From an optimization exercise on the open Yosys and OpenROAD flow, aimed at small area and a short achievable clock period; shortcuts taken in it are not production practice.
Where RTL was checked, it was by simulation tests only, not by an equivalence proof against the original.
The RTL of run 2 was laid out without a check of its function.
No run shown here takes its clock network from TritonCTS; it comes from the design's own scripts or RTL.
The flow treats the clock pin as an ideal source. Dropping or thinning the clock tree relies on that and would not hold on a real chip.
Power is estimated from default activity; no workload was simulated.

==> flow/design.v, too long to show whole: its modules and the start of the top module <==
// module g_ao22: 3 lines
// module g_aoi21: 3 lines
// module g_inv: 3 lines
// module g_nand2: 3 lines
// module g_nand2b: 3 lines
// module g_nor2: 3 lines
// module g_oai21: 3 lines
// module g_xnor2: 3 lines
// module g_xor2: 3 lines
// module doubling_adder_top: 1821 lines
module doubling_adder_top (
  input  logic                  clk,
  input  logic                  arst_n,
  input  logic                  in_valid,
  input  logic [64-1:0] a,
  input  logic [64-1:0] b,
  input  logic                  cin,
  output logic [64:0]   sum,
  output logic                  out_valid
);
  // ...
==> flow/flow/run.sh <==
#!/bin/bash
# Layout flow: the standard flow (standard.sh, unchanged synthesis) with
#  - the port buffers of buffer_ports set to sky130_fd_sc_hd__buf_2, which
#    repair_timing sizes up where timing needs it (every port still gets its
#    own buffer);
#  - a small balanced clock tree (cts_tree.tcl) in place of TritonCTS: the clock
#    port drives four clock inverters, each driving two leaf clock inverters,
#    each leaf driving an eighth of the flip-flops (two inversions on every
#    path, so each acts as a buffer).
set -euo pipefail
HERE=$(cd "$(dirname "$0")" && pwd)
bash standard.sh finish BUFFER_PORTS_ARGS="-buffer_cell sky130_fd_sc_hd__buf_2" \
  PRE_CTS_TCL="$HERE/cts_tree.tcl" CTS_TOP_BUFS=4 CTS_LEAF_BUFS=2 \
  CTS_TOP_CELL=sky130_fd_sc_hd__clkinv_4 CTS_LEAF_CELL=sky130_fd_sc_hd__clkinv_8 \
  > standard_flow.log 2>&1
==> flow/flow/cts_tree.tcl <==
# Sourced by ORFS cts.tcl before it builds the clock tree (PRE_CTS_TCL).
# Replaces clock_tree_synthesis with a small balanced tree: the clock port
# drives CTS_TOP_BUFS cells, each of which drives CTS_LEAF_BUFS leaf cells (or
# the flip-flops directly when CTS_LEAF_BUFS is 0). The cells may be buffers or
# inverters; with inverters both levels invert, so every flip-flop still sees
# the clock's rising edge through two inversions, like a buffer. The flip-flops are split
# into groups of equal size by position (halves in x, then halves in y, ...),
# one group per leaf buffer, placed at the group's centre. Every flip-flop sees
# the same number and type of buffers, with no deliberate skew.
set ::cts_top  [expr {[info exists ::env(CTS_TOP_BUFS)]  ? $::env(CTS_TOP_BUFS)  : 4}]
set ::cts_leaf [expr {[info exists ::env(CTS_LEAF_BUFS)] ? $::env(CTS_LEAF_BUFS) : 2}]
set ::cts_top_cell  [expr {[info exists ::env(CTS_TOP_CELL)]  ? $::env(CTS_TOP_CELL)  : "sky130_fd_sc_hd__clkbuf_8"}]
set ::cts_leaf_cell [expr {[info exists ::env(CTS_LEAF_CELL)] ? $::env(CTS_LEAF_CELL) : "sky130_fd_sc_hd__clkbuf_16"}]

# items: list of {object x y}; split into n groups (n a power of two) of equal
# size by recursive bisection at the median, alternating between x and y.
proc cts_tree_split {items n axis} {
  if {$n <= 1} { return [list $items] }
  set idx [expr {$axis eq "x" ? 1 : 2}]
  set sorted [lsort -real -index $idx $items]
  set half [expr {[llength $sorted] / 2}]
  set other [expr {$axis eq "x" ? "y" : "x"}]
  return [concat [cts_tree_split [lrange $sorted 0 [expr {$half - 1}]] [expr {$n / 2}] $other] \
                 [cts_tree_split [lrange $sorted $half end] [expr {$n / 2}] $other]]
}

# Creates a buffer of cell $cell named $name driving the iterms of $items from
# net $in_net, placed at the centre of the items; returns {iterm x y} of its input.
proc cts_tree_buffer {name cell in_net items} {
  set block [ord::get_db_block]
  set master [[ord::get_db] findMaster $cell]
  set inst [odb::dbInst_create $block $master $name]
  set net [odb::dbNet_create $block "net_$name"]
  $net setSigType CLOCK
  set sx 0; set sy 0
  foreach item $items {
    lassign $item it x y
    $it disconnect
    $it connect $net
    set sx [expr {$sx + $x}]; set sy [expr {$sy + $y}]
  }
  set n [llength $items]
  set cx [expr {int($sx / $n)}]
  set cy [expr {int($sy / $n)}]
  $inst setLocation [expr {$cx - [$master getWidth] / 2}] [expr {$cy - [$master getHeight] / 2}]
  $inst setPlacementStatus PLACED
  set a [$inst findITerm A]
  $a connect $in_net
  foreach it [$inst getITerms] {
    if {[$it isOutputSignal]} { $it connect $net }
  }
  puts "cts_tree: $name ($cell) drives $n loads at ($cx, $cy)"
  return [list $a $cx $cy]
}

proc clock_tree_synthesis {args} {
  puts "cts_tree: $::cts_top x $::cts_top_cell, each driving $::cts_leaf x $::cts_leaf_cell (replaces clock_tree_synthesis $args)"
  set block [ord::get_db_block]
  set clk_net [$block findNet clk]
  set items {}
  foreach it [$clk_net getITerms] {
    set inst [$it getInst]
    lassign [$inst getLocation] x y
    set m [$inst getMaster]
    lappend items [list $it [expr {$x + [$m getWidth] / 2}] [expr {$y + [$m getHeight] / 2}]]
  }
  set t 0
  foreach top_group [cts_tree_split $items $::cts_top x] {
    if {$::cts_leaf > 0} {
      set leaves {}
      set l 0
      foreach leaf_group [cts_tree_split $top_group $::cts_leaf [expr {$::cts_top % 2 ? "x" : "y"}]] {
        set tmp [odb::dbNet_create $block "net_tmp_${t}_$l"]
        lappend leaves [cts_tree_buffer "clkbuf_leaf_${t}_$l" $::cts_leaf_cell $tmp $leaf_group]
        incr l
      }
      set top_in [cts_tree_buffer "clkbuf_top_$t" $::cts_top_cell $clk_net $leaves]
      foreach l [$block getNets] { if {[string match "net_tmp_*" [$l getName]] && [llength [$l getITerms]] == 0} { odb::dbNet_destroy $l } }
    } else {
      cts_tree_buffer "clkbuf_top_$t" $::cts_top_cell $clk_net $top_group
    }
    incr t
  }
  $clk_net setSigType CLOCK
  set_propagated_clock [all_clocks]
}
==> flow/standard.sh <==
#!/bin/bash
# synth_recipe.tcl (not shown) runs the flow's synth.tcl, then flattens the netlist and writes it again
# the make line also repeats each setting of config.mk as NAME=value (left out here)
make -C /OpenROAD-flow-scripts/flow DESIGN_CONFIG=/design/flow/config.mk WORK_HOME=/design/flow/orfs CLKGATE_MAP_FILE= SYNTH_SCRIPT=/design/flow/synth_recipe.tcl "${@:-finish}"
==> flow/config.mk <==
export PLATFORM = sky130hd
export DESIGN_NAME = doubling_adder_top
export DESIGN_NICKNAME = doubling_adder_top
export VERILOG_FILES = /design/flow/design.v
export SDC_FILE = /design/flow/constraint.sdc
export NUM_CORES = 4
export LEC_CHECK = 0
export CAP_MARGIN = 20
export CORE_MARGIN = 2
export CORE_UTILIZATION = 65
export HOLD_SLACK_MARGIN = 0.05
export SETUP_SLACK_MARGIN = 1.72
export SLEW_MARGIN = 20
export SYNTH_HIERARCHICAL = 1
export SYNTH_MINIMUM_KEEP_SIZE = 0
==> flow/constraint.sdc <==
create_clock -name core_clock -period 3.2 [get_ports {clk}]
set_input_delay 0.6400 -clock core_clock [delete_from_list [all_inputs] [get_ports {clk}]]
set_output_delay 0.6400 -clock core_clock [all_outputs]
set_load 0.01 [all_outputs]
==> flow_summary.json, run 1 <==
{
  "run_status": "timing/DRC/antenna clean",
  "crit_path_start": "b[49]",
  "gp_congestion": 0.906,
  "r2r-start": "valid_q",
  "nonClockInverterCount": 46,
  "powerDensity_nw_per_um2": 482,
  "die_w_um": 116,
  "avgViaCountPerCell": 5.37,
  "first_iter_violations": 367,
  "power.group.top": "sequential cells",
  "nNetsFinal": 1325,
  "register_area_um2": 3300,
  "min_path_cells": 1,
  "slowest_delay_ps": 210,
  "muxShareOfSynthArea": 0,
  "grt_first_pass_wirelength_um": 29200,
  "relSlewSlack": 0.579,
  "synth_edf_count": 0,
  "synth_compound_area_frac": 0.192,
  "synth_xor_area_frac": 0.190,
  "multi_input_cells": 783,
  "hold_path_class": "register to register",
  "antenna_found_initial": 0,
  "critPathCapture": "s_q[55]",
  "holdBufCountCts": 0,
  "holdPathEnd": "sum[6]",
  "worst-path-buf-inv": 1,
  "routed_wl_um": 18700,
  "hpwl_um": 13700,
  "synth_seq_cells": 146,
  "syn_avg_cell_area_um2": 8.46,
  "fin_crit_ps": 1460,
  "wl_met2_um": 9220
}
==> inputs of run 2 (changes only) <==
--- a/flow/design.v
+++ b/flow/design.v
@@ -898,16 +898,23 @@
   logic n811;
   logic n812;
   logic n813;
   logic n814;
   logic n815;
   logic n816;
   logic n817;
   logic n818;
+  logic n819;
+  logic n820;
+  logic n821;
+  logic n822;
+  logic n823;
+  logic n824;
+  logic n825;
   g_xor2 u1 (.a(a[0]), .b(b[0]), .y(n1));
   g_inv u2 (.a(cin), .y(n2));
   g_nor2 u3 (.a(a[0]), .b(b[0]), .y(n3));
   g_nand2 u4 (.a(a[0]), .b(b[0]), .y(n4));
   g_oai21 u5 (.a1(n3), .a2(n2), .b1(n4), .y(n5));
   g_xor2 u6 (.a(a[1]), .b(b[1]), .y(n6));
   g_nand2 u7 (.a(a[1]), .b(b[1]), .y(n7));
   g_nor2 u8 (.a(a[1]), .b(b[1]), .y(n8));
@@ -1587,225 +1594,232 @@
   g_nand2b u602 (.an(n597), .b(n599), .y(n602));
   g_nand2b u603 (.an(n600), .b(n599), .y(n603));
   g_ao22 u604 (.a1(valid_q), .a2(s_q[8]), .b1(n580), .b2(sum[8]), .y(n604));
   g_xor2 u605 (.a(n604), .b(g_q[0]), .y(n605));
   g_ao22 u606 (.a1(valid_q), .a2(s_q[9]), .b1(n580), .b2(sum[9]), .y(n606));
   g_nand2 u607 (.a(g_q[0]), .b(s_q[8]), .y(n607));
   g_xnor2 u608 (.a(n606), .b(n607), .y(n608));
   g_ao22 u609 (.a1(valid_q), .a2(s_q[10]), .b1(n580), .b2(sum[10]), .y(n609));
-  g_nand2b u610 (.an(n595), .b(g_q[0]), .y(n610));
-  g_xnor2 u611 (.a(n609), .b(n610), .y(n611));
-  g_ao22 u612 (.a1(valid_q), .a2(s_q[11]), .b1(n580), .b2(sum[11]), .y(n612));
-  g_nand2b u613 (.an(n598), .b(g_q[0]), .y(n613));
-  g_xnor2 u614 (.a(n612), .b(n613), .y(n614));
-  g_ao22 u615 (.a1(valid_q), .a2(s_q[12]), .b1(n580), .b2(sum[12]), .y(n615));
-  g_nand2 u616 (.a(g_q[0]), .b(n599), .y(n616));
-  g_xnor2 u617 (.a(n615), .b(n616), .y(n617));
-  g_ao22 u618 (.a1(valid_q), .a2(s_q[13]), .b1(n580), .b2(sum[13]), .y(n618));
-  g_nand2b u619 (.an(n601), .b(g_q[0]), .y(n619));
-  g_xnor2 u620 (.a(n618), .b(n619), .y(n620));
-  g_ao22 u621 (.a1(valid_q), .a2(s_q[14]), .b1(n580), .b2(sum[14]), .y(n621));
-  g_nand2b u622 (.an(n602), .b(g_q[0]), .y(n622));
-  g_xnor2 u623 (.a(n621), .b(n622), .y(n623));
-  g_ao22 u624 (.a1(valid_q), .a2(s_q[15]), .b1(n580), .b2(sum[15]), .y(n624));
-  g_nand2b u625 (.an(n603), .b(g_q[0]), .y(n625));
-  g_xnor2 u626 (.a(n624), .b(n625), .y(n626));
-  g_nand2 u627 (.a(s_q[17]), .b(s_q[16]), .y(n627));
-  g_nand2 u628 (.a(s_q[19]), .b(s_q[18]), .y(n628));
-  g_nand2 u629 (.a(s_q[21]), .b(s_q[20]), .y(n629));
-  g_nand2b u630 (.an(n627), .b(s_q[18]), .y(n630));
-  g_nor2 u631 (.a(n628), .b(n627), .y(n631));
-  g_nand2b u632 (.an(n629), .b(s_q[22]), .y(n632));
-  g_nand2 u633 (.a(s_q[20]), .b(n631), .y(n633));
-  g_nand2b u634 (.an(n629), .b(n631), .y(n634));
-  g_nand2b u635 (.an(n632), .b(n631), .y(n635));
-  g_ao22 u636 (.a1(valid_q), .a2(s_q[16]), .b1(n580), .b2(sum[16]), .y(n636));
-  g_xor2 u637 (.a(n636), .b(n581), .y(n637));
-  g_ao22 u638 (.a1(valid_q), .a2(s_q[17]), .b1(n580), .b2(sum[17]), .y(n638));
-  g_nand2 u639 (.a(n581), .b(s_q[16]), .y(n639));
-  g_xnor2 u640 (.a(n638), .b(n639), .y(n640));
-  g_ao22 u641 (.a1(valid_q), .a2(s_q[18]), .b1(n580), .b2(sum[18]), .y(n641));
-  g_nand2b u642 (.an(n627), .b(n581), .y(n642));
-  g_xnor2 u643 (.a(n641), .b(n642), .y(n643));
-  g_ao22 u644 (.a1(valid_q), .a2(s_q[19]), .b1(n580), .b2(sum[19]), .y(n644));
-  g_nand2b u645 (.an(n630), .b(n581), .y(n645));
-  g_xnor2 u646 (.a(n644), .b(n645), .y(n646));
-  g_ao22 u647 (.a1(valid_q), .a2(s_q[20]), .b1(n580), .b2(sum[20]), .y(n647));
-  g_nand2 u648 (.a(n581), .b(n631), .y(n648));
-  g_xnor2 u649 (.a(n647), .b(n648), .y(n649));
-  g_ao22 u650 (.a1(valid_q), .a2(s_q[21]), .b1(n580), .b2(sum[21]), .y(n650));
-  g_nand2b u651 (.an(n633), .b(n581), .y(n651));
-  g_xnor2 u652 (.a(n650), .b(n651), .y(n652));
-  g_ao22 u653 (.a1(valid_q), .a2(s_q[22]), .b1(n580), .b2(sum[22]), .y(n653));
-  g_nand2b u654 (.an(n634), .b(n581), .y(n654));
-  g_xnor2 u655 (.a(n653), .b(n654), .y(n655));
-  g_ao22 u656 (.a1(valid_q), .a2(s_q[23]), .b1(n580), .b2(sum[23]), .y(n656));
-  g_nand2b u657 (.an(n635), .b(n581), .y(n657));
-  g_xnor2 u658 (.a(n656), .b(n657), .y(n658));
-  g_nand2 u659 (.a(s_q[25]), .b(s_q[24]), .y(n659));
-  g_nand2 u660 (.a(s_q[27]), .b(s_q[26]), .y(n660));
-  g_nand2 u661 (.a(s_q[29]), .b(s_q[28]), .y(n661));
-  g_nand2b u662 (.an(n659), .b(s_q[26]), .y(n662));
-  g_nor2 u663 (.a(n660), .b(n659), .y(n663));
-  g_nand2b u664 (.an(n661), .b(s_q[30]), .y(n664));
-  g_nand2 u665 (.a(s_q[28]), .b(n663), .y(n665));
-  g_nand2b u666 (.an(n661), .b(n663), .y(n666));
-  g_nand2b u667 (.an(n664), .b(n663), .y(n667));
-  g_ao22 u668 (.a1(valid_q), .a2(s_q[24]), .b1(n580), .b2(sum[24]), .y(n668));
-  g_xor2 u669 (.a(n668), .b(n565), .y(n669));
-  g_ao22 u670 (.a1(valid_q), .a2(s_q[25]), .b1(n580), .b2(sum[25]), .y(n670));
-  g_nand2 u671 (.a(n565), .b(s_q[24]), .y(n671));
-  g_xnor2 u672 (.a(n670), .b(n671), .y(n672));
-  g_ao22 u673 (.a1(valid_q), .a2(s_q[26]), .b1(n580), .b2(sum[26]), .y(n673));
-  g_nand2b u674 (.an(n659), .b(n565), .y(n674));
-  g_xnor2 u675 (.a(n673), .b(n674), .y(n675));
-  g_ao22 u676 (.a1(valid_q), .a2(s_q[27]), .b1(n580), .b2(sum[27]), .y(n676));
-  g_nand2b u677 (.an(n662), .b(n565), .y(n677));
-  g_xnor2 u678 (.a(n676), .b(n677), .y(n678));
-  g_ao22 u679 (.a1(valid_q), .a2(s_q[28]), .b1(n580), .b2(sum[28]), .y(n679));
-  g_nand2 u680 (.a(n565), .b(n663), .y(n680));
-  g_xnor2 u681 (.a(n679), .b(n680), .y(n681));
-  g_ao22 u682 (.a1(valid_q), .a2(s_q[29]), .b1(n580), .b2(sum[29]), .y(n682));
-  g_nand2b u683 (.an(n665), .b(n565), .y(n683));
+  g_inv u610 (.a(g_q[0]), .y(n610));
+  g_nor2 u611 (.a(n610), .b(n595), .y(n611));
+  g_xor2 u612 (.a(n609), .b(n611), .y(n612));
+  g_ao22 u613 (.a1(valid_q), .a2(s_q[11]), .b1(n580), .b2(sum[11]), .y(n613));
+  g_nor2 u614 (.a(n610), .b(n598), .y(n614));
+  g_xor2 u615 (.a(n613), .b(n614), .y(n615));
+  g_ao22 u616 (.a1(valid_q), .a2(s_q[12]), .b1(n580), .b2(sum[12]), .y(n616));
+  g_nand2 u617 (.a(g_q[0]), .b(n599), .y(n617));
+  g_xnor2 u618 (.a(n616), .b(n617), .y(n618));
+  g_ao22 u619 (.a1(valid_q), .a2(s_q[13]), .b1(n580), .b2(sum[13]), .y(n619));
+  g_nor2 u620 (.a(n610), .b(n601), .y(n620));
+  g_xor2 u621 (.a(n619), .b(n620), .y(n621));
+  g_ao22 u622 (.a1(valid_q), .a2(s_q[14]), .b1(n580), .b2(sum[14]), .y(n622));
+  g_nor2 u623 (.a(n610), .b(n602), .y(n623));
+  g_xor2 u624 (.a(n622), .b(n623), .y(n624));
+  g_ao22 u625 (.a1(valid_q), .a2(s_q[15]), .b1(n580), .b2(sum[15]), .y(n625));
+  g_nor2 u626 (.a(n610), .b(n603), .y(n626));
+  g_xor2 u627 (.a(n625), .b(n626), .y(n627));
+  g_nand2 u628 (.a(s_q[17]), .b(s_q[16]), .y(n628));
+  g_nand2 u629 (.a(s_q[19]), .b(s_q[18]), .y(n629));
+  g_nand2 u630 (.a(s_q[21]), .b(s_q[20]), .y(n630));
+  g_nand2b u631 (.an(n628), .b(s_q[18]), .y(n631));
+  g_nor2 u632 (.a(n629), .b(n628), .y(n632));
+  g_nand2b u633 (.an(n630), .b(s_q[22]), .y(n633));
+  g_nand2 u634 (.a(s_q[20]), .b(n632), .y(n634));
+  g_nand2b u635 (.an(n630), .b(n632), .y(n635));
+  g_nand2b u636 (.an(n633), .b(n632), .y(n636));
+  g_ao22 u637 (.a1(valid_q), .a2(s_q[16]), .b1(n580), .b2(sum[16]), .y(n637));
+  g_xor2 u638 (.a(n637), .b(n581), .y(n638));
+  g_ao22 u639 (.a1(valid_q), .a2(s_q[17]), .b1(n580), .b2(sum[17]), .y(n639));
+  g_nand2 u640 (.a(n581), .b(s_q[16]), .y(n640));
+  g_xnor2 u641 (.a(n639), .b(n640), .y(n641));
+  g_ao22 u642 (.a1(valid_q), .a2(s_q[18]), .b1(n580), .b2(sum[18]), .y(n642));
+  g_inv u643 (.a(n581), .y(n643));
+  g_nor2 u644 (.a(n643), .b(n628), .y(n644));
+  g_xor2 u645 (.a(n642), .b(n644), .y(n645));
+  g_ao22 u646 (.a1(valid_q), .a2(s_q[19]), .b1(n580), .b2(sum[19]), .y(n646));
+  g_nor2 u647 (.a(n643), .b(n631), .y(n647));
+  g_xor2 u648 (.a(n646), .b(n647), .y(n648));
+  g_ao22 u649 (.a1(valid_q), .a2(s_q[20]), .b1(n580), .b2(sum[20]), .y(n649));
+  g_nand2 u650 (.a(n581), .b(n632), .y(n650));
+  g_xnor2 u651 (.a(n649), .b(n650), .y(n651));
+  g_ao22 u652 (.a1(valid_q), .a2(s_q[21]), .b1(n580), .b2(sum[21]), .y(n652));
+  g_nor2 u653 (.a(n643), .b(n634), .y(n653));
+  g_xor2 u654 (.a(n652), .b(n653), .y(n654));
+  g_ao22 u655 (.a1(valid_q), .a2(s_q[22]), .b1(n580), .b2(sum[22]), .y(n655));
+  g_nor2 u656 (.a(n643), .b(n635), .y(n656));
+  g_xor2 u657 (.a(n655), .b(n656), .y(n657));
+  g_ao22 u658 (.a1(valid_q), .a2(s_q[23]), .b1(n580), .b2(sum[23]), .y(n658));
+  g_nor2 u659 (.a(n643), .b(n636), .y(n659));
+  g_xor2 u660 (.a(n658), .b(n659), .y(n660));
+  g_nand2 u661 (.a(s_q[25]), .b(s_q[24]), .y(n661));
+  g_nand2 u662 (.a(s_q[27]), .b(s_q[26]), .y(n662));
+  g_nand2 u663 (.a(s_q[29]), .b(s_q[28]), .y(n663));
+  g_nand2b u664 (.an(n661), .b(s_q[26]), .y(n664));
+  g_nor2 u665 (.a(n662), .b(n661), .y(n665));
+  g_nand2b u666 (.an(n663), .b(s_q[30]), .y(n666));
+  g_nand2 u667 (.a(s_q[28]), .b(n665), .y(n667));
+  g_nand2b u668 (.an(n663), .b(n665), .y(n668));
+  g_nand2b u669 (.an(n666), .b(n665), .y(n669));
+  g_ao22 u670 (.a1(valid_q), .a2(s_q[24]), .b1(n580), .b2(sum[24]), .y(n670));
+  g_xor2 u671 (.a(n670), .b(n565), .y(n671));
+  g_ao22 u672 (.a1(valid_q), .a2(s_q[25]), .b1(n580), .b2(sum[25]), .y(n672));
+  g_nand2 u673 (.a(n565), .b(s_q[24]), .y(n673));
+  g_xnor2 u674 (.a(n672), .b(n673), .y(n674));
+  g_ao22 u675 (.a1(valid_q), .a2(s_q[26]), .b1(n580), .b2(sum[26]), .y(n675));
+  g_inv u676 (.a(n565), .y(n676));
+  g_nor2 u677 (.a(n676), .b(n661), .y(n677));
+  g_xor2 u678 (.a(n675), .b(n677), .y(n678));
+  g_ao22 u679 (.a1(valid_q), .a2(s_q[27]), .b1(n580), .b2(sum[27]), .y(n679));
+  g_nor2 u680 (.a(n676), .b(n664), .y(n680));
+  g_xor2 u681 (.a(n679), .b(n680), .y(n681));
+  g_ao22 u682 (.a1(valid_q), .a2(s_q[28]), .b1(n580), .b2(sum[28]), .y(n682));
+  g_nand2 u683 (.a(n565), .b(n665), .y(n683));
   g_xnor2 u684 (.a(n682), .b(n683), .y(n684));
-  g_ao22 u685 (.a1(valid_q), .a2(s_q[30]), .b1(n580), .b2(sum[30]), .y(n685));
-  g_nand2b u686 (.an(n666), .b(n565), .y(n686));
-  g_xnor2 u687 (.a(n685), .b(n686), .y(n687));
-  g_ao22 u688 (.a1(valid_q), .a2(s_q[31]), .b1(n580), .b2(sum[31]), .y(n688));
-  g_nand2b u689 (.an(n667), .b(n565), .y(n689));
-  g_xnor2 u690 (.a(n688), .b(n689), .y(n690));
-  g_nand2 u691 (.a(s_q[33]), .b(s_q[32]), .y(n691));
-  g_nand2 u692 (.a(s_q[35]), .b(s_q[34]), .y(n692));
-  g_nand2 u693 (.a(s_q[37]), .b(s_q[36]), .y(n693));
-  g_nand2b u694 (.an(n691), .b(s_q[34]), .y(n694));
-  g_nor2 u695 (.a(n692), .b(n691), .y(n695));
-  g_nand2b u696 (.an(n693), .b(s_q[38]), .y(n696));
-  g_nand2 u697 (.a(s_q[36]), .b(n695), .y(n697));
-  g_nand2b u698 (.an(n693), .b(n695), .y(n698));
-  g_nand2b u699 (.an(n696), .b(n695), .y(n699));
-  g_ao22 u700 (.a1(valid_q), .a2(s_q[32]), .b1(n580), .b2(sum[32]), .y(n700));
-  g_xor2 u701 (.a(n700), .b(n566), .y(n701));
-  g_ao22 u702 (.a1(valid_q), .a2(s_q[33]), .b1(n580), .b2(sum[33]), .y(n702));
-  g_nand2 u703 (.a(n566), .b(s_q[32]), .y(n703));
-  g_xnor2 u704 (.a(n702), .b(n703), .y(n704));
-  g_ao22 u705 (.a1(valid_q), .a2(s_q[34]), .b1(n580), .b2(sum[34]), .y(n705));
-  g_nand2b u706 (.an(n691), .b(n566), .y(n706));
+  g_ao22 u685 (.a1(valid_q), .a2(s_q[29]), .b1(n580), .b2(sum[29]), .y(n685));
+  g_nor2 u686 (.a(n676), .b(n667), .y(n686));
+  g_xor2 u687 (.a(n685), .b(n686), .y(n687));
+  g_ao22 u688 (.a1(valid_q), .a2(s_q[30]), .b1(n580), .b2(sum[30]), .y(n688));
+  g_nor2 u689 (.a(n676), .b(n668), .y(n689));
+  g_xor2 u690 (.a(n688), .b(n689), .y(n690));
+  g_ao22 u691 (.a1(valid_q), .a2(s_q[31]), .b1(n580), .b2(sum[31]), .y(n691));
+  g_nor2 u692 (.a(n676), .b(n669), .y(n692));
+  g_xor2 u693 (.a(n691), .b(n692), .y(n693));
+  g_nand2 u694 (.a(s_q[33]), .b(s_q[32]), .y(n694));
+  g_nand2 u695 (.a(s_q[35]), .b(s_q[34]), .y(n695));
+  g_nand2 u696 (.a(s_q[37]), .b(s_q[36]), .y(n696));
+  g_nand2b u697 (.an(n694), .b(s_q[34]), .y(n697));
+  g_nor2 u698 (.a(n695), .b(n694), .y(n698));
+  g_nand2b u699 (.an(n696), .b(s_q[38]), .y(n699));
+  g_nand2 u700 (.a(s_q[36]), .b(n698), .y(n700));
+  g_nand2b u701 (.an(n696), .b(n698), .y(n701));
+  g_nand2b u702 (.an(n699), .b(n698), .y(n702));
+  g_ao22 u703 (.a1(valid_q), .a2(s_q[32]), .b1(n580), .b2(sum[32]), .y(n703));
+  g_xor2 u704 (.a(n703), .b(n566), .y(n704));
+  g_ao22 u705 (.a1(valid_q), .a2(s_q[33]), .b1(n580), .b2(sum[33]), .y(n705));
+  g_nand2 u706 (.a(n566), .b(s_q[32]), .y(n706));
   g_xnor2 u707 (.a(n705), .b(n706), .y(n707));
-  g_ao22 u708 (.a1(valid_q), .a2(s_q[35]), .b1(n580), .b2(sum[35]), .y(n708));
-  g_nand2b u709 (.an(n694), .b(n566), .y(n709));
-  g_xnor2 u710 (.a(n708), .b(n709), .y(n710));
-  g_ao22 u711 (.a1(valid_q), .a2(s_q[36]), .b1(n580), .b2(sum[36]), .y(n711));
-  g_nand2 u712 (.a(n566), .b(n695), .y(n712));
-  g_xnor2 u713 (.a(n711), .b(n712), .y(n713));
-  g_ao22 u714 (.a1(valid_q), .a2(s_q[37]), .b1(n580), .b2(sum[37]), .y(n714));
-  g_nand2b u715 (.an(n697), .b(n566), .y(n715));
-  g_xnor2 u716 (.a(n714), .b(n715), .y(n716));
-  g_ao22 u717 (.a1(valid_q), .a2(s_q[38]), .b1(n580), .b2(sum[38]), .y(n717));
-  g_nand2b u718 (.an(n698), .b(n566), .y(n718));
-  g_xnor2 u719 (.a(n717), .b(n718), .y(n719));
-  g_ao22 u720 (.a1(valid_q), .a2(s_q[39]), .b1(n580), .b2(sum[39]), .y(n720));
-  g_nand2b u721 (.an(n699), .b(n566), .y(n721));
-  g_xnor2 u722 (.a(n720), .b(n721), .y(n722));
-  g_nand2 u723 (.a(s_q[41]), .b(s_q[40]), .y(n723));
-  g_nand2 u724 (.a(s_q[43]), .b(s_q[42]), .y(n724));
-  g_nand2 u725 (.a(s_q[45]), .b(s_q[44]), .y(n725));
-  g_nand2b u726 (.an(n723), .b(s_q[42]), .y(n726));
-  g_nor2 u727 (.a(n724), .b(n723), .y(n727));
-  g_nand2b u728 (.an(n725), .b(s_q[46]), .y(n728));
-  g_nand2 u729 (.a(s_q[44]), .b(n727), .y(n729));
-  g_nand2b u730 (.an(n725), .b(n727), .y(n730));
-  g_nand2b u731 (.an(n728), .b(n727), .y(n731));
-  g_ao22 u732 (.a1(valid_q), .a2(s_q[40]), .b1(n580), .b2(sum[40]), .y(n732));
-  g_xor2 u733 (.a(n732), .b(n582), .y(n733));
-  g_ao22 u734 (.a1(valid_q), .a2(s_q[41]), .b1(n580), .b2(sum[41]), .y(n734));
-  g_nand2 u735 (.a(n582), .b(s_q[40]), .y(n735));
-  g_xnor2 u736 (.a(n734), .b(n735), .y(n736));
-  g_ao22 u737 (.a1(valid_q), .a2(s_q[42]), .b1(n580), .b2(sum[42]), .y(n737));
-  g_nand2b u738 (.an(n723), .b(n582), .y(n738));
-  g_xnor2 u739 (.a(n737), .b(n738), .y(n739));
-  g_ao22 u740 (.a1(valid_q), .a2(s_q[43]), .b1(n580), .b2(sum[43]), .y(n740));
-  g_nand2b u741 (.an(n726), .b(n582), .y(n741));
-  g_xnor2 u742 (.a(n740), .b(n741), .y(n742));
-  g_ao22 u743 (.a1(valid_q), .a2(s_q[44]), .b1(n580), .b2(sum[44]), .y(n743));
-  g_nand2 u744 (.a(n582), .b(n727), .y(n744));
-  g_xnor2 u745 (.a(n743), .b(n744), .y(n745));
-  g_ao22 u746 (.a1(valid_q), .a2(s_q[45]), .b1(n580), .b2(sum[45]), .y(n746));
-  g_nand2b u747 (.an(n729), .b(n582), .y(n747));
-  g_xnor2 u748 (.a(n746), .b(n747), .y(n748));
-  g_ao22 u749 (.a1(valid_q), .a2(s_q[46]), .b1(n580), .b2(sum[46]), .y(n749));
-  g_nand2b u750 (.an(n730), .b(n582), .y(n750));
-  g_xnor2 u751 (.a(n749), .b(n750), .y(n751));
-  g_ao22 u752 (.a1(valid_q), .a2(s_q[47]), .b1(n580), .b2(sum[47]), .y(n752));
-  g_nand2b u753 (.an(n731), .b(n582), .y(n753));
-  g_xnor2 u754 (.a(n752), .b(n753), .y(n754));
-  g_nand2 u755 (.a(s_q[49]), .b(s_q[48]), .y(n755));
-  g_nand2 u756 (.a(s_q[51]), .b(s_q[50]), .y(n756));
-  g_nand2 u757 (.a(s_q[53]), .b(s_q[52]), .y(n757));
-  g_nand2b u758 (.an(n755), .b(s_q[50]), .y(n758));
-  g_nor2 u759 (.a(n756), .b(n755), .y(n759));
-  g_nand2b u760 (.an(n757), .b(s_q[54]), .y(n760));
-  g_nand2 u761 (.a(s_q[52]), .b(n759), .y(n761));
-  g_nand2b u762 (.an(n757), .b(n759), .y(n762));
-  g_nand2b u763 (.an(n760), .b(n759), .y(n763));
-  g_ao22 u764 (.a1(valid_q), .a2(s_q[48]), .b1(n580), .b2(sum[48]), .y(n764));
-  g_xor2 u765 (.a(n764), .b(n583), .y(n765));
-  g_ao22 u766 (.a1(valid_q), .a2(s_q[49]), .b1(n580), .b2(sum[49]), .y(n766));
-  g_nand2 u767 (.a(n583), .b(s_q[48]), .y(n767));
-  g_xnor2 u768 (.a(n766), .b(n767), .y(n768));
-  g_ao22 u769 (.a1(valid_q), .a2(s_q[50]), .b1(n580), .b2(sum[50]), .y(n769));
-  g_nand2b u770 (.an(n755), .b(n583), .y(n770));
-  g_xnor2 u771 (.a(n769), .b(n770), .y(n771));
-  g_ao22 u772 (.a1(valid_q), .a2(s_q[51]), .b1(n580), .b2(sum[51]), .y(n772));
-  g_nand2b u773 (.an(n758), .b(n583), .y(n773));
-  g_xnor2 u774 (.a(n772), .b(n773), .y(n774));
-  g_ao22 u775 (.a1(valid_q), .a2(s_q[52]), .b1(n580), .b2(sum[52]), .y(n775));
-  g_nand2 u776 (.a(n583), .b(n759), .y(n776));
-  g_xnor2 u777 (.a(n775), .b(n776), .y(n777));
-  g_ao22 u778 (.a1(valid_q), .a2(s_q[53]), .b1(n580), .b2(sum[53]), .y(n778));
-  g_nand2b u779 (.an(n761), .b(n583), .y(n779));
-  g_xnor2 u780 (.a(n778), .b(n779), .y(n780));
-  g_ao22 u781 (.a1(valid_q), .a2(s_q[54]), .b1(n580), .b2(sum[54]), .y(n781));
-  g_nand2b u782 (.an(n762), .b(n583), .y(n782));
+  g_ao22 u708 (.a1(valid_q), .a2(s_q[34]), .b1(n580), .b2(sum[34]), .y(n708));
+  g_inv u709 (.a(n566), .y(n709));
+  g_nor2 u710 (.a(n709), .b(n694), .y(n710));
+  g_xor2 u711 (.a(n708), .b(n710), .y(n711));
+  g_ao22 u712 (.a1(valid_q), .a2(s_q[35]), .b1(n580), .b2(sum[35]), .y(n712));
+  g_nor2 u713 (.a(n709), .b(n697), .y(n713));
+  g_xor2 u714 (.a(n712), .b(n713), .y(n714));
+  g_ao22 u715 (.a1(valid_q), .a2(s_q[36]), .b1(n580), .b2(sum[36]), .y(n715));
+  g_nand2 u716 (.a(n566), .b(n698), .y(n716));
+  g_xnor2 u717 (.a(n715), .b(n716), .y(n717));
+  g_ao22 u718 (.a1(valid_q), .a2(s_q[37]), .b1(n580), .b2(sum[37]), .y(n718));
+  g_nor2 u719 (.a(n709), .b(n700), .y(n719));
+  g_xor2 u720 (.a(n718), .b(n719), .y(n720));
+  g_ao22 u721 (.a1(valid_q), .a2(s_q[38]), .b1(n580), .b2(sum[38]), .y(n721));
+  g_nor2 u722 (.a(n709), .b(n701), .y(n722));
+  g_xor2 u723 (.a(n721), .b(n722), .y(n723));
+  g_ao22 u724 (.a1(valid_q), .a2(s_q[39]), .b1(n580), .b2(sum[39]), .y(n724));
+  g_nor2 u725 (.a(n709), .b(n702), .y(n725));
+  g_xor2 u726 (.a(n724), .b(n725), .y(n726));
+  g_nand2 u727 (.a(s_q[41]), .b(s_q[40]), .y(n727));
+  g_nand2 u728 (.a(s_q[43]), .b(s_q[42]), .y(n728));
+  g_nand2 u729 (.a(s_q[45]), .b(s_q[44]), .y(n729));
+  g_nand2b u730 (.an(n727), .b(s_q[42]), .y(n730));
+  g_nor2 u731 (.a(n728), .b(n727), .y(n731));
+  g_nand2b u732 (.an(n729), .b(s_q[46]), .y(n732));
+  g_nand2 u733 (.a(s_q[44]), .b(n731), .y(n733));
+  g_nand2b u734 (.an(n729), .b(n731), .y(n734));
+  g_nand2b u735 (.an(n732), .b(n731), .y(n735));
+  g_ao22 u736 (.a1(valid_q), .a2(s_q[40]), .b1(n580), .b2(sum[40]), .y(n736));
+  g_xor2 u737 (.a(n736), .b(n582), .y(n737));
+  g_ao22 u738 (.a1(valid_q), .a2(s_q[41]), .b1(n580), .b2(sum[41]), .y(n738));
+  g_nand2 u739 (.a(n582), .b(s_q[40]), .y(n739));
+  g_xnor2 u740 (.a(n738), .b(n739), .y(n740));
+  g_ao22 u741 (.a1(valid_q), .a2(s_q[42]), .b1(n580), .b2(sum[42]), .y(n741));
+  g_inv u742 (.a(n582), .y(n742));
+  g_nor2 u743 (.a(n742), .b(n727), .y(n743));
+  g_xor2 u744 (.a(n741), .b(n743), .y(n744));
+  g_ao22 u745 (.a1(valid_q), .a2(s_q[43]), .b1(n580), .b2(sum[43]), .y(n745));
+  g_nor2 u746 (.a(n742), .b(n730), .y(n746));
+  g_xor2 u747 (.a(n745), .b(n746), .y(n747));
+  g_ao22 u748 (.a1(valid_q), .a2(s_q[44]), .b1(n580), .b2(sum[44]), .y(n748));
+  g_nand2 u749 (.a(n582), .b(n731), .y(n749));
+  g_xnor2 u750 (.a(n748), .b(n749), .y(n750));
+  g_ao22 u751 (.a1(valid_q), .a2(s_q[45]), .b1(n580), .b2(sum[45]), .y(n751));
+  g_nor2 u752 (.a(n742), .b(n733), .y(n752));
+  g_xor2 u753 (.a(n751), .b(n752), .y(n753));
+  g_ao22 u754 (.a1(valid_q), .a2(s_q[46]), .b1(n580), .b2(sum[46]), .y(n754));
+  g_nor2 u755 (.a(n742), .b(n734), .y(n755));
+  g_xor2 u756 (.a(n754), .b(n755), .y(n756));
+  g_ao22 u757 (.a1(valid_q), .a2(s_q[47]), .b1(n580), .b2(sum[47]), .y(n757));
+  g_nor2 u758 (.a(n742), .b(n735), .y(n758));
+  g_xor2 u759 (.a(n757), .b(n758), .y(n759));
+  g_nand2 u760 (.a(s_q[49]), .b(s_q[48]), .y(n760));
+  g_nand2 u761 (.a(s_q[51]), .b(s_q[50]), .y(n761));
+  g_nand2 u762 (.a(s_q[53]), .b(s_q[52]), .y(n762));
+  g_nand2b u763 (.an(n760), .b(s_q[50]), .y(n763));
+  g_nor2 u764 (.a(n761), .b(n760), .y(n764));
+  g_nand2b u765 (.an(n762), .b(s_q[54]), .y(n765));
+  g_nand2 u766 (.a(s_q[52]), .b(n764), .y(n766));
+  g_nand2b u767 (.an(n762), .b(n764), .y(n767));
+  g_nand2b u768 (.an(n765), .b(n764), .y(n768));
+  g_ao22 u769 (.a1(valid_q), .a2(s_q[48]), .b1(n580), .b2(sum[48]), .y(n769));
+  g_xor2 u770 (.a(n769), .b(n583), .y(n770));
+  g_ao22 u771 (.a1(valid_q), .a2(s_q[49]), .b1(n580), .b2(sum[49]), .y(n771));
+  g_nand2 u772 (.a(n583), .b(s_q[48]), .y(n772));
+  g_xnor2 u773 (.a(n771), .b(n772), .y(n773));
+  g_ao22 u774 (.a1(valid_q), .a2(s_q[50]), .b1(n580), .b2(sum[50]), .y(n774));
+  g_inv u775 (.a(n583), .y(n775));
+  g_nor2 u776 (.a(n775), .b(n760), .y(n776));
+  g_xor2 u777 (.a(n774), .b(n776), .y(n777));
+  g_ao22 u778 (.a1(valid_q), .a2(s_q[51]), .b1(n580), .b2(sum[51]), .y(n778));
+  g_nor2 u779 (.a(n775), .b(n763), .y(n779));
+  g_xor2 u780 (.a(n778), .b(n779), .y(n780));
+  g_ao22 u781 (.a1(valid_q), .a2(s_q[52]), .b1(n580), .b2(sum[52]), .y(n781));
+  g_nand2 u782 (.a(n583), .b(n764), .y(n782));
   g_xnor2 u783 (.a(n781), .b(n782), .y(n783));
-  g_ao22 u784 (.a1(valid_q), .a2(s_q[55]), .b1(n580), .b2(sum[55]), .y(n784));
-  g_nand2b u785 (.an(n763), .b(n583), .y(n785));
-  g_xnor2 u786 (.a(n784), .b(n785), .y(n786));
-  g_nand2 u787 (.a(s_q[57]), .b(s_q[56]), .y(n787));
-  g_nand2 u788 (.a(s_q[59]), .b(s_q[58]), .y(n788));
-  g_nand2 u789 (.a(s_q[61]), .b(s_q[60]), .y(n789));
-  g_nand2b u790 (.an(n787), .b(s_q[58]), .y(n790));
-  g_nor2 u791 (.a(n788), .b(n787), .y(n791));
-  g_nand2b u792 (.an(n789), .b(s_q[62]), .y(n792));
-  g_nand2 u793 (.a(s_q[60]), .b(n791), .y(n793));
-  g_nand2b u794 (.an(n789), .b(n791), .y(n794));
-  g_nand2b u795 (.an(n792), .b(n791), .y(n795));
-  g_ao22 u796 (.a1(valid_q), .a2(s_q[56]), .b1(n580), .b2(sum[56]), .y(n796));
-  g_xor2 u797 (.a(n796), .b(n584), .y(n797));
-  g_ao22 u798 (.a1(valid_q), .a2(s_q[57]), .b1(n580), .b2(sum[57]), .y(n798));
-  g_nand2 u799 (.a(n584), .b(s_q[56]), .y(n799));
-  g_xnor2 u800 (.a(n798), .b(n799), .y(n800));
-  g_ao22 u801 (.a1(valid_q), .a2(s_q[58]), .b1(n580), .b2(sum[58]), .y(n801));
-  g_nand2b u802 (.an(n787), .b(n584), .y(n802));
-  g_xnor2 u803 (.a(n801), .b(n802), .y(n803));
-  g_ao22 u804 (.a1(valid_q), .a2(s_q[59]), .b1(n580), .b2(sum[59]), .y(n804));
-  g_nand2b u805 (.an(n790), .b(n584), .y(n805));
+  g_ao22 u784 (.a1(valid_q), .a2(s_q[53]), .b1(n580), .b2(sum[53]), .y(n784));
+  g_nor2 u785 (.a(n775), .b(n766), .y(n785));
+  g_xor2 u786 (.a(n784), .b(n785), .y(n786));
+  g_ao22 u787 (.a1(valid_q), .a2(s_q[54]), .b1(n580), .b2(sum[54]), .y(n787));
+  g_nor2 u788 (.a(n775), .b(n767), .y(n788));
+  g_xor2 u789 (.a(n787), .b(n788), .y(n789));
+  g_ao22 u790 (.a1(valid_q), .a2(s_q[55]), .b1(n580), .b2(sum[55]), .y(n790));
+  g_nor2 u791 (.a(n775), .b(n768), .y(n791));
+  g_xor2 u792 (.a(n790), .b(n791), .y(n792));
+  g_nand2 u793 (.a(s_q[57]), .b(s_q[56]), .y(n793));
+  g_nand2 u794 (.a(s_q[59]), .b(s_q[58]), .y(n794));
+  g_nand2 u795 (.a(s_q[61]), .b(s_q[60]), .y(n795));
+  g_nand2b u796 (.an(n793), .b(s_q[58]), .y(n796));
+  g_nor2 u797 (.a(n794), .b(n793), .y(n797));
+  g_nand2b u798 (.an(n795), .b(s_q[62]), .y(n798));
+  g_nand2 u799 (.a(s_q[60]), .b(n797), .y(n799));
+  g_nand2b u800 (.an(n795), .b(n797), .y(n800));
+  g_nand2b u801 (.an(n798), .b(n797), .y(n801));
+  g_ao22 u802 (.a1(valid_q), .a2(s_q[56]), .b1(n580), .b2(sum[56]), .y(n802));
+  g_xor2 u803 (.a(n802), .b(n584), .y(n803));
+  g_ao22 u804 (.a1(valid_q), .a2(s_q[57]), .b1(n580), .b2(sum[57]), .y(n804));
+  g_nand2 u805 (.a(n584), .b(s_q[56]), .y(n805));
   g_xnor2 u806 (.a(n804), .b(n805), .y(n806));
-  g_ao22 u807 (.a1(valid_q), .a2(s_q[60]), .b1(n580), .b2(sum[60]), .y(n807));
-  g_nand2 u808 (.a(n584), .b(n791), .y(n808));
-  g_xnor2 u809 (.a(n807), .b(n808), .y(n809));
-  g_ao22 u810 (.a1(valid_q), .a2(s_q[61]), .b1(n580), .b2(sum[61]), .y(n810));
-  g_nand2b u811 (.an(n793), .b(n584), .y(n811));
-  g_xnor2 u812 (.a(n810), .b(n811), .y(n812));
-  g_ao22 u813 (.a1(valid_q), .a2(s_q[62]), .b1(n580), .b2(sum[62]), .y(n813));
-  g_nand2b u814 (.an(n794), .b(n584), .y(n814));
-  g_xnor2 u815 (.a(n813), .b(n814), .y(n815));
-  g_ao22 u816 (.a1(valid_q), .a2(s_q[63]), .b1(n580), .b2(sum[63]), .y(n816));
-  g_nand2b u817 (.an(n795), .b(n584), .y(n817));
-  g_xnor2 u818 (.a(n816), .b(n817), .y(n818));
+  g_ao22 u807 (.a1(valid_q), .a2(s_q[58]), .b1(n580), .b2(sum[58]), .y(n807));
+  g_inv u808 (.a(n584), .y(n808));
+  g_nor2 u809 (.a(n808), .b(n793), .y(n809));
+  g_xor2 u810 (.a(n807), .b(n809), .y(n810));
+  g_ao22 u811 (.a1(valid_q), .a2(s_q[59]), .b1(n580), .b2(sum[59]), .y(n811));
+  g_nor2 u812 (.a(n808), .b(n796), .y(n812));
+  g_xor2 u813 (.a(n811), .b(n812), .y(n813));
+  g_ao22 u814 (.a1(valid_q), .a2(s_q[60]), .b1(n580), .b2(sum[60]), .y(n814));
+  g_nand2 u815 (.a(n584), .b(n797), .y(n815));
+  g_xnor2 u816 (.a(n814), .b(n815), .y(n816));
+  g_ao22 u817 (.a1(valid_q), .a2(s_q[61]), .b1(n580), .b2(sum[61]), .y(n817));
+  g_nor2 u818 (.a(n808), .b(n799), .y(n818));
+  g_xor2 u819 (.a(n817), .b(n818), .y(n819));
+  g_ao22 u820 (.a1(valid_q), .a2(s_q[62]), .b1(n580), .b2(sum[62]), .y(n820));
+  g_nor2 u821 (.a(n808), .b(n800), .y(n821));
+  g_xor2 u822 (.a(n820), .b(n821), .y(n822));
+  g_ao22 u823 (.a1(valid_q), .a2(s_q[63]), .b1(n580), .b2(sum[63]), .y(n823));
+  g_nor2 u824 (.a(n808), .b(n801), .y(n824));
+  g_xor2 u825 (.a(n823), .b(n824), .y(n825));
   always_ff @(posedge clk) begin
     s_q <= s_d;
     p_q <= p_d;
   end
   always_ff @(posedge clk or negedge arst_n) begin
     if (!arst_n) begin
       g_q <= '0;
     end else begin
@@ -1818,70 +1832,70 @@
   assign sum_n[2] = n589;
   assign sum_n[3] = n590;
   assign sum_n[4] = n591;
   assign sum_n[5] = n592;
   assign sum_n[6] = n593;
   assign sum_n[7] = n594;
   assign sum_n[8] = n605;
   assign sum_n[9] = n608;
-  assign sum_n[10] = n611;
-  assign sum_n[11] = n614;
-  assign sum_n[12] = n617;
-  assign sum_n[13] = n620;
-  assign sum_n[14] = n623;
-  assign sum_n[15] = n626;
-  assign sum_n[16] = n637;
-  assign sum_n[17] = n640;
-  assign sum_n[18] = n643;
-  assign sum_n[19] = n646;
-  assign sum_n[20] = n649;
-  assign sum_n[21] = n652;
-  assign sum_n[22] = n655;
-  assign sum_n[23] = n658;
-  assign sum_n[24] = n669;
-  assign sum_n[25] = n672;
-  assign sum_n[26] = n675;
-  assign sum_n[27] = n678;
-  assign sum_n[28] = n681;
-  assign sum_n[29] = n684;
-  assign sum_n[30] = n687;
-  assign sum_n[31] = n690;
-  assign sum_n[32] = n701;
-  assign sum_n[33] = n704;
-  assign sum_n[34] = n707;
-  assign sum_n[35] = n710;
-  assign sum_n[36] = n713;
-  assign sum_n[37] = n716;
-  assign sum_n[38] = n719;
-  assign sum_n[39] = n722;
-  assign sum_n[40] = n733;
-  assign sum_n[41] = n736;
-  assign sum_n[42] = n739;
-  assign sum_n[43] = n742;
-  assign sum_n[44] = n745;
-  assign sum_n[45] = n748;
-  assign sum_n[46] = n751;
-  assign sum_n[47] = n754;
-  assign sum_n[48] = n765;
-  assign sum_n[49] = n768;
-  assign sum_n[50] = n771;
-  assign sum_n[51] = n774;
-  assign sum_n[52] = n777;
-  assign sum_n[53] = n780;
-  assign sum_n[54] = n783;
-  assign sum_n[55] = n786;
-  assign sum_n[56] = n797;
-  assign sum_n[57] = n800;
-  assign sum_n[58] = n803;
-  assign sum_n[59] = n806;
-  assign sum_n[60] = n809;
-  assign sum_n[61] = n812;
-  assign sum_n[62] = n815;
-  assign sum_n[63] = n818;
+  assign sum_n[10] = n612;
+  assign sum_n[11] = n615;
+  assign sum_n[12] = n618;
+  assign sum_n[13] = n621;
+  assign sum_n[14] = n624;
+  assign sum_n[15] = n627;
+  assign sum_n[16] = n638;
+  assign sum_n[17] = n641;
+  assign sum_n[18] = n645;
+  assign sum_n[19] = n648;
+  assign sum_n[20] = n651;
+  assign sum_n[21] = n654;
+  assign sum_n[22] = n657;
+  assign sum_n[23] = n660;
+  assign sum_n[24] = n671;
+  assign sum_n[25] = n674;
+  assign sum_n[26] = n678;
+  assign sum_n[27] = n681;
+  assign sum_n[28] = n684;
+  assign sum_n[29] = n687;
+  assign sum_n[30] = n690;
+  assign sum_n[31] = n693;
+  assign sum_n[32] = n704;
+  assign sum_n[33] = n707;
+  assign sum_n[34] = n711;
+  assign sum_n[35] = n714;
+  assign sum_n[36] = n717;
+  assign sum_n[37] = n720;
+  assign sum_n[38] = n723;
+  assign sum_n[39] = n726;
+  assign sum_n[40] = n737;
+  assign sum_n[41] = n740;
+  assign sum_n[42] = n744;
+  assign sum_n[43] = n747;
+  assign sum_n[44] = n750;
+  assign sum_n[45] = n753;
+  assign sum_n[46] = n756;
+  assign sum_n[47] = n759;
+  assign sum_n[48] = n770;
+  assign sum_n[49] = n773;
+  assign sum_n[50] = n777;
+  assign sum_n[51] = n780;
+  assign sum_n[52] = n783;
+  assign sum_n[53] = n786;
+  assign sum_n[54] = n789;
+  assign sum_n[55] = n792;
+  assign sum_n[56] = n803;
+  assign sum_n[57] = n806;
+  assign sum_n[58] = n810;
+  assign sum_n[59] = n813;
+  assign sum_n[60] = n816;
+  assign sum_n[61] = n819;
+  assign sum_n[62] = n822;
+  assign sum_n[63] = n825;
   always_ff @(posedge clk or negedge arst_n) begin
     if (!arst_n) begin
       valid_q   <= 1'b0;
       out_valid <= 1'b0;
       sum       <= '0;
     end else begin
       valid_q   <= in_valid;
       out_valid <= valid_q;
==> flow/flow/run.sh (replaced) <==
#!/bin/bash
# Layout flow: the standard flow (standard.sh, unchanged synthesis) with
#  - the port buffers of buffer_ports set to the smallest buffer, which
#    repair_timing then sizes up where timing needs it (every port still gets
#    its own buffer);
#  - a small balanced clock tree (cts_tree.tcl) in place of TritonCTS: the clock
#    port drives four clock buffers, each driving two leaf clock buffers, each
#    leaf driving an eighth of the flip-flops.
set -euo pipefail
HERE=$(cd "$(dirname "$0")" && pwd)
bash standard.sh finish BUFFER_PORTS_ARGS="-buffer_cell sky130_fd_sc_hd__buf_1" \
  PRE_CTS_TCL="$HERE/cts_tree.tcl" CTS_TOP_BUFS=4 CTS_LEAF_BUFS=2 \
  CTS_TOP_CELL=sky130_fd_sc_hd__clkbuf_8 CTS_LEAF_CELL=sky130_fd_sc_hd__clkbuf_16 \
  > standard_flow.log 2>&1
--- a/flow/flow/cts_tree.tcl
+++ b/flow/flow/cts_tree.tcl
@@ -1,14 +1,12 @@
 # Sourced by ORFS cts.tcl before it builds the clock tree (PRE_CTS_TCL).
 # Replaces clock_tree_synthesis with a small balanced tree: the clock port
-# drives CTS_TOP_BUFS cells, each of which drives CTS_LEAF_BUFS leaf cells (or
-# the flip-flops directly when CTS_LEAF_BUFS is 0). The cells may be buffers or
-# inverters; with inverters both levels invert, so every flip-flop still sees
-# the clock's rising edge through two inversions, like a buffer. The flip-flops are split
+# drives CTS_TOP_BUFS buffers, each of which drives CTS_LEAF_BUFS leaf buffers
+# (or the flip-flops directly when CTS_LEAF_BUFS is 0). The flip-flops are split
 # into groups of equal size by position (halves in x, then halves in y, ...),
 # one group per leaf buffer, placed at the group's centre. Every flip-flop sees
 # the same number and type of buffers, with no deliberate skew.
 set ::cts_top  [expr {[info exists ::env(CTS_TOP_BUFS)]  ? $::env(CTS_TOP_BUFS)  : 4}]
 set ::cts_leaf [expr {[info exists ::env(CTS_LEAF_BUFS)] ? $::env(CTS_LEAF_BUFS) : 2}]
 set ::cts_top_cell  [expr {[info exists ::env(CTS_TOP_CELL)]  ? $::env(CTS_TOP_CELL)  : "sky130_fd_sc_hd__clkbuf_8"}]
 set ::cts_leaf_cell [expr {[info exists ::env(CTS_LEAF_CELL)] ? $::env(CTS_LEAF_CELL) : "sky130_fd_sc_hd__clkbuf_16"}]
 
@@ -41,19 +39,17 @@
   }
   set n [llength $items]
   set cx [expr {int($sx / $n)}]
   set cy [expr {int($sy / $n)}]
   $inst setLocation [expr {$cx - [$master getWidth] / 2}] [expr {$cy - [$master getHeight] / 2}]
   $inst setPlacementStatus PLACED
   set a [$inst findITerm A]
   $a connect $in_net
-  foreach it [$inst getITerms] {
-    if {[$it isOutputSignal]} { $it connect $net }
-  }
+  [$inst findITerm X] connect $net
   puts "cts_tree: $name ($cell) drives $n loads at ($cx, $cy)"
   return [list $a $cx $cy]
 }
 
 proc clock_tree_synthesis {args} {
   puts "cts_tree: $::cts_top x $::cts_top_cell, each driving $::cts_leaf x $::cts_leaf_cell (replaces clock_tree_synthesis $args)"
   set block [ord::get_db_block]
   set clk_net [$block findNet clk]
--- a/flow/config.mk
+++ b/flow/config.mk
@@ -4,12 +4,12 @@
 export VERILOG_FILES = /design/flow/design.v
 export SDC_FILE = /design/flow/constraint.sdc
 export NUM_CORES = 4
 export LEC_CHECK = 0
 export CAP_MARGIN = 20
 export CORE_MARGIN = 2
 export CORE_UTILIZATION = 65
 export HOLD_SLACK_MARGIN = 0.05
-export SETUP_SLACK_MARGIN = 1.72
+export SETUP_SLACK_MARGIN = 1.7
 export SLEW_MARGIN = 20
 export SYNTH_HIERARCHICAL = 1
 export SYNTH_MINIMUM_KEEP_SIZE = 0
==> flow_summary.json, run 2 <==
{
  "die-height_um": 116,
  "clockPowerShare": 0.220,
  "synthMostInstantiatedCell": "nor2_1",
  "worstSkewPairLatency_ps": 290,
  "routedWlPerCell_um": 13.8,
  "ios": 198,
  "die-area_um2": 13300,
  "p_leak_nw": 4.25,
  "combPwrFrac": 0.292,
  "largest_register_ffs": 65,
  "slowest_delay_ps": 370,
  "top_regs": "sum (65), s_q (64), g_q (8)",
  "powerDensity_nw_per_um2": 523,
  "fmax_mhz": 667,
  "synthArstFlopShare": 0.514,
  "synth-main-ff-cell": "dfrtp_1",
  "grt_usage": 0.272,
  "setup_viol": 0,
  "synth_compound_area_frac": 0.193,
  "ys_top_cells_by_count": "nor2_1 (193), nand2_1 (166), xor2_1 (140), o21ai_1 (95), dfrtp_1 (75)",
  "relSlewSlack": 0.513,
  "hold_viol": 0,
  "final_core_util": 0.797,
  "num_vias": 7206,
  "nNetsFinal": 1331,
  "synth_xor_area_frac": 0.192,
  "worst_ep_required_time_ps": 2560,
  "core-area_um2": 12100,
  "p_int_mw": 3.41,
  "first_iter_violations": 343,
  "antenna_found_initial": 0,
  "rsz0062_at_grt": "no",
  "ys_seq_area_frac": 0.408,
  "syn_inst": 970,
  "final_common_cell": "nor2_1",
  "synthTopCellsByArea": "dfrtp_1 (23%), dfxtp_1 (18%), xor2_1 (15%)",
  "synth_top_family_by_area": "compound AO/OA/AOI/OAI gates",
  "worstSetupPathType": "register to output pin",
  "worst-path-stages": 1,
  "power_frac_seq": 0.488,
  "mappedNetlistArea_um2": 8090,
  "grt_remaining_overflow": 0,
  "critPathTopFamily": "flip-flops",
  "rows": 40,
  "ys_types": 11,
  "crit_fanout": 2,
  "num_antenna_cells": 0,
  "run_status": "timing/DRC/antenna clean",
  "clock_skew_ps": 12.2,
  "r2r-start": "g_q[1]",
  "synth_fa_ha_area_frac": 0,
  "most-common-layout-cells": "nor2_1 (186), buf_1 (174), nand2_1 (165)",
  "gp_congestion": 0.889,
  "portBuffers": 197,
  "fin_crit_ps": 1500,
  "ir_worst_vdd_uv": 338,
  "cp_cell_sequence": "buf_1",
  "worst-path-buf-inv": 1,
  "cp-start-kind": "register",
  "synth_fp_nets": 1102,
  "muxShareOfSynthArea": 0,
  "fill_cells": 846,
  "slew_viol_final": 0,
  "crit_path_start": "sum[8]",
  "cap_violations": 0,
  "p_sw_mw": 1.63,
  "synth.top_cell.area_share": 0.232,
  "synth_seq_cells": 146,
  "hpwl_um": 13500,
  "syn_avg_cell_area_um2": 8.34,
  "slowest_stage": "dfrtp_1",
  "sw_frac_of_total": 0.323,
  "drc_errors": 0,
  "start_util": 0.670,
  "r2r_cells": 7,
  "layout-drive-gt1-share": 0.116,
  "grt_max_degree": 67,
  "largest-register": "sum",
  "area_delta_synth_final_pct": 18.9,
  "worst_setup_path_end_kind": "output pin",
  "path_clk_slew_ps": 80,
  "avgViaCountPerCell": 5.28,
  "fin_crit_sh": 0.468,
  "grt_first_pass_wirelength_um": 30100,
  "synth_top_area_cell": "dfrtp_1",
  "grt_pass1_vias": 6819,
  "dr.pass1.iters": 5,
  "ys_warn_count": 7,
  "synth_edf_count": 0,
  "worst_ep_arrival_time_ps": 860,
  "finalSetupTns_ps": 0,
  "yosys.area_share.simple": 0.188,
  "die_w_um": 116,
  "tightestPinTransition_ps": 731,
  "final_antenna_net_count": 0,
  "routed_wl_um": 18800,
  "holdBufCountCts": 0,
  "hold_path_class": "input port to asynchronous set/reset pin"
}
[run 2: cell types whose count changed after synthesis, sizes merged]
cell    delta
inv        +7
nand2b    -35
nor2      +35
xnor2     -35
xor2      +35
[run 2: timing repair]
action	CTS	global route
gates cloned	3	0
resized for setup	10	45
setup buffers	1	11
endpoints found under the setup margin	69	82
pin swaps	1	9
[run 2: logic make-up after synthesis]
| logic type | after synthesis |
|---|---|
| AO/OA/AOI/OAI | 219 |
| buffers and inverters | 41 |
| flip-flops | 146 |
| AND/OR/NAND/NOR | 387 |
| XOR/XNOR | 177 |
[run 2: cell type report]
cell class / instances / area (µm²) / area share
Sequential cell: 146 / 3300 / 0.344
Timing Repair inverter: 3 / 22.5 / 0.00234
Tap cell: 168 / 210 / 0.0219
Timing Repair Buffer: 212 / 928 / 0.0966
Buffer: 12 / 255 / 0.0265
Multi-Input combinational cell: 783 / 4740 / 0.493
Inverter: 41 / 158 / 0.0164
[run 2: final timing paths]
path                       slack, ps       to
max reg2reg                     1710  sum[58]
max in group asynchronous       2160  sum[17]
min reg2reg                      450   sum[0]
min                              430  sum[39]
max                             1700   sum[8]
min in group core_clock          450   sum[0]
[run 2: stage by stage]
step           cell area (µm²)  power, mW  hold WS (ps)  worst slack (ps)  cells
2_1_floorplan             8100       3.37           344              1070    970
6_report                  9620       5.03           425              1700   1365
3_5_place_dp              9090       3.87           441              1170   1338
4_1_cts                   9400       4.96           456              1670   1354
3_3_place_gp              9090       3.82           437              1170   1338
5_1_grt                   9620       5.32           477              1660   1365
[run 2: metal layers]
metal	part of all wire	GRT usage	vias up
met5	0	0	-
met4	0.022	0.0651	0
met3	0.052	0.0382	34
met2	0.50	0.500	185
met1	0.43	0.336	3338
li1	-	-	3649
[run 2: power by group through the flow]
stage	sequential, mW	combinational (mW)	clock [mW]
2_1_floorplan	2.53	0.837	0
3_3_place_gp	2.47	1.35	0
3_5_place_dp	2.48	1.39	0
4_1_cts	2.45	1.41	1.11
5_1_grt	2.49	1.64	1.19
6_report	2.46	1.47	1.11
[run 2: per-module statistics from Yosys, one instance, submodules excluded, excerpt]
module    times used  area (µm²)
g_xor2           140        8.76
g_aoi21           59        8.76
g_xnor2           37        8.76
g_nand2b          28        6.26
g_nand2          166        3.75
g_nor2           193        3.75

[separate check: timing with driven ports]
In the flow no input, the clock included, has a driving cell. The finished layouts below were timed again as built, in two steps.
Step 1 (the two cells are an assumption about what drives the block):
set clk [get_ports {clk}]
set_driving_cell -lib_cell sky130_fd_sc_hd__clkbuf_16 $clk
set_driving_cell -lib_cell sky130_fd_sc_hd__buf_2 [delete_from_list [all_inputs] $clk]
Step 2 also shifts input and output timing later by t, the mid clock arrival at the registers, as if the neighbouring blocks saw the same clock.
Three values: ideal, step 1, step 2; two values: the first two.
| run | t, ns | setup WS [ns] | clock arrival spread, ns | slew at the worst register clock pin (ns) |
|---|---|---|---|---|
| run 1 | 0.273 | 1.742 / 1.707 / 1.548 | 0.013 / 0.013 | 0.08 / 0.08 |
| run 2 | 0.351 | 1.701 / 1.630 / 1.442 | 0.012 / 0.012 | 0.08 / 0.08 |
After both steps setup and hold are still met in every run listed. For run 2, which loses most, drivers alone change the setup slack by -0.071 ns; drivers and shift together by -0.259 ns.
